What follows belongs to an exercise in optimizing a design on an open flow for small area; a production flow would make more cautious choices. Function was checked by simulation only, so behaviour that the tests miss may differ from the original. Power and IR drop assume default switching activity.

== job 9333 ==
## adc_avg
module adc_avg (
  input  logic           clk,
  input  logic           rst,
  input  logic           s_valid,
  input  logic [2:0]     s_ch,
  input  logic [adc_pkg::DW-1:0]  s_data,
  input  logic           cfg_wr,
  input  logic [2:0]     cfg_log2,
  input  logic           rd_en,
  input  logic [2:0]     rd_addr,
  output logic [adc_pkg::DW-1:0]  rd_data,
  output logic [adc_pkg::NCH-1:0] new_flags,
  output logic [adc_pkg::NCH-1:0] ovr_flags,
  input  logic           clr_ovr
);
  localparam int NCH      = adc_pkg::NCH;
  localparam int DW       = adc_pkg::DW;
  localparam int ACCW     = adc_pkg::ACCW;
  localparam int LOG2_MAX = adc_pkg::LOG2_MAX;
  localparam int LOG2_RST = adc_pkg::LOG2_RST;
  localparam int SW       = ACCW + LOG2_MAX;
  logic [2:0]          log2_q;
  logic [ACCW-1:0]     acc [NCH];
  logic [LOG2_MAX-1:0] cnt [NCH];
  logic [DW-1:0]       res [NCH];
  always_ff @(posedge clk) begin
    if (rst) begin
      log2_q <= 3'(LOG2_RST);
    end else if (cfg_wr) begin
      log2_q <= cfg_log2;
    end
  end
  logic [NCH-1:0]      ch_oh, rd_oh, lg_oh;
  logic [NCH*SW-1:0]   st_all;
  logic [NCH*DW-1:0]   res_all;
  logic [SW-1:0]       st_sel;
  logic [DW-1:0]       rd_sel;
  logic [ACCW-1:0]     sum;
  logic                last;
  logic [ACCW-1:0]     acc_nxt;
  logic [LOG2_MAX-1:0] cnt_nxt;
  logic [LOG2_MAX-1:0] mask;
  logic [DW-1:0]       res_nxt;
  for (genvar i = 0; i < NCH; i++) begin : g_pack
    assign st_all[i*SW +: SW]  = {cnt[i], acc[i]};
  ...
export LEC_CHECK = 0
export CAP_MARGIN = 20
export CORE_MARGIN = 2
export CORE_UTILIZATION = 60
export GPL_TIMING_DRIVEN = 0
export SLEW_MARGIN = 20
export SYNTH_HIERARCHICAL = 1
create_clock -name core_clock -period 6.0 [get_ports {clk}]
standard.sh (not shown) runs the stock make flow with config.mk's settings and CLKGATE_MAP_FILE= SYNTH_SCRIPT=/design/flow/synth_recipe.tcl, a recipe that flattens the netlist after the stock synthesis.
==> flow/flow/run.sh <==
#!/bin/bash
# Standard ORFS layout (the standard.sh, unchanged synthesis) with two
# changes: CTS without dummy loads and with larger sink clusters, and
# minimum-size buffers on the ports (every port still gets its buffer).
set -euo pipefail
CTS="-sink_clustering_enable -repair_clock_nets -dont_use_dummy_load"
CTS="$CTS -buf_list sky130_fd_sc_hd__clkbuf_4 -sink_clustering_size 10 -sink_clustering_max_diameter 40"
bash standard.sh "CTS_ARGS=$CTS" \
  "BUFFER_PORTS_ARGS=-buffer_cell sky130_fd_sc_hd__buf_1" \
  finish > flow.log 2>&1
Job 9333 did not stop at any stage, and its layout met the timing, DRC and antenna checks.
Modified inputs, job 5020 compared to job 9333
--- a/flow/flow/run.sh
+++ b/flow/flow/run.sh
@@ -2,3 +2,4 @@
-# Standard ORFS layout (the standard.sh, unchanged synthesis) with two
-# changes: CTS without dummy loads and with larger sink clusters, and
-# minimum-size buffers on the ports (every port still gets its buffer).
+# Standard ORFS layout (the standard.sh, unchanged synthesis) with three
+# changes: CTS without dummy loads and with larger sink clusters, minimum-size
+# buffers on the ports (every port still gets its buffer), and downsizing of
+# gates off the critical paths after global routing (ORFS's RECOVER_POWER).
@@ -9,0 +11 @@
+  "RECOVER_POWER=100" \
--- a/flow/config.mk
+++ b/flow/config.mk
@@ -11 +10,0 @@
-export GPL_TIMING_DRIVEN = 0
==> comparison <==
Apart from job 5020, each of job 5020 and job 9333 ends the flow with a layout that passes the timing, DRC and antenna checks. Going from job 9333 to job 5020, final net count -35, clock buffer count from CTS saw an increase, max capacitance violation total increased 9, fraction of area in clock buffers and inverters stayed essentially flat, maximum ir drop on the vdd rail rose 47%. Relative to job 9333, count of filler cells inserted in the layout increased by about 2% in job 5020. First-pass GRT wire length went down slightly going from job 9333 to job 5020. ~same combined flip-flop and latch cell area in job 5020 and job 9333. Post-route clock period utilization down 6.3 points in job 5020 wrt job 9333.
## Diff of input files: job 7468 against job 5020
==> flow/flow/run.sh <==
#!/bin/bash
# Standard ORFS layout (the standard.sh, unchanged synthesis) with two
# changes: CTS without dummy loads and with larger sink clusters, and
# minimum-size buffers on the ports (every port still gets its buffer).
set -euo pipefail
CTS="-sink_clustering_enable -repair_clock_nets -dont_use_dummy_load"
CTS="$CTS -buf_list sky130_fd_sc_hd__clkbuf_4 -sink_clustering_size 12 -sink_clustering_max_diameter 30"
bash standard.sh "CTS_ARGS=$CTS" \
  "BUFFER_PORTS_ARGS=-buffer_cell sky130_fd_sc_hd__buf_1" \
  finish > flow.log 2>&1
==> run summary <==
Job 7468 went all the way through synthesis, placement and routing and the layout is clean on timing, DRC and antenna.
From job 7468 to job 5020, multiplexer area fraction after synthesis did not move at all.
When job 7468 is measured against job 5020, its critical path required time turns out 0.05 ns lower.
On final wirelength, job 5020 beats job 7468.
The worst slew margin relative to its limit in job 7468 sits 81 points above the value recorded for job 5020.
Job 7468 vs. job 5020: layout buffering overhead excluding clock cells now sits higher; clock network area share now sits higher; logic gate share of total power now sits at about the same level.
Compared to job 5020, job 7468 has clock period minus final worst setup slack 0.31 ns lower.
Delta (job 7468 minus job 5020): final-layout worst hold slack went down by 0.0066 ns; number of global-route vias before repair went up by 215; transition time at the pin with the least slew margin went down by 1.22 ns.
Edits applied to the flow inputs when going from job 7468 to job 7103:
--- a/flow/flow/run.sh
+++ b/flow/flow/run.sh
@@ -7 +7 @@
-CTS="$CTS -buf_list sky130_fd_sc_hd__clkbuf_4 -sink_clustering_size 12 -sink_clustering_max_diameter 30"
+CTS="$CTS -buf_list sky130_fd_sc_hd__clkbuf_2 -sink_clustering_size 6 -sink_clustering_max_diameter 30"
==> run summary <==
Number of search-and-repair iterations in the first detailed-routing pass in job 7103 is 2 higher than in job 7468
Cmp job 7103 vs job 7468: clock share of power lower in job 7103
Compared job 7468 against job 7103; met1 usage in global routing within noise.
A highest metal layer with signal wires of met5 is what job 7103 shows, while met4 belongs to job 7468.
Against job 7468, clock skew in job 7103 came out worse.
Hold slack essentially unchanged between job 7468 and job 7103.
As far as final total negative setup slack goes, job 7468 and job 7103 are indistinguishable; the numbers are identical.
Logic gate share of total power: job 7468 and job 7103 compared, higher one is job 7103
The lower final standard cell area without fillers came out of job 7103.
Job 7468 -> job 7103: total power decreased by a few percent
Proportion of cell area occupied by registers, job 7468 and job 7103: smaller value in job 7468
Inputs modified between job 7103 and job 1156:
--- a/flow/flow/run.sh
+++ b/flow/flow/run.sh
@@ -7 +7 @@
-CTS="$CTS -buf_list sky130_fd_sc_hd__clkbuf_2 -sink_clustering_size 6 -sink_clustering_max_diameter 30"
+CTS="$CTS -buf_list sky130_fd_sc_hd__clkbuf_8 -sink_clustering_size 18 -sink_clustering_max_diameter 50"
==> run summary <==
- On overall power after layout: job 1156 sits above job 7103.
- Going from job 7103 to job 1156, post-layout utilization of the core comparable, maximum vdd drop went up 0.014 mV, wire length went down about 1.7%.
- Compared with job 7103, job 1156 shows a net count of the finished layout that is 4.0% lower.
- In job 1156, average vias per placed instance is higher than in job 7103.
- Compared with job 7103, in job 1156 via count decreased 2.2%; relative slew slack up 0.20 points; clock network power share up 0.8 points; clock insertion delay at the later pin of the skew report moved down.

separate check: timing with driven ports:
The flow's constraints put no driver on any port. The routed layouts listed below were extracted and timed again, unchanged, in two steps. Step 1: set_driving_cell puts a clkbuf_16 on clk and a buf_2 on each other input, an assumption about the parent block. Step 2 moves the port delays by t, midway between the first and last clock arrival at a register: inputs arrive t later, outputs are due t later. That takes back most of the time a late clock gives input paths. Three values: ideal ports, drivers, drivers and shift; two values: the first two.
run | shift t [ns] | setup WS [ns] | worst setup path at the end
job 9333 | 0.725 | 0.255 / 0.276 / -0.449 | input to register
job 5020 | 0.728 | 0.630 / 0.656 / -0.071 | input to register
job 7468 | 0.702 | 0.940 / 0.965 / 0.264 | input to register
job 7103 | 0.833 | 1.074 / 1.098 / 0.265 | input to register
job 1156 | 0.567 | 0.806 / 0.830 / 0.263 | input to register
For job 7103, which loses most, drivers alone change the setup slack by +0.024 ns; drivers and shift together by -0.809 ns.
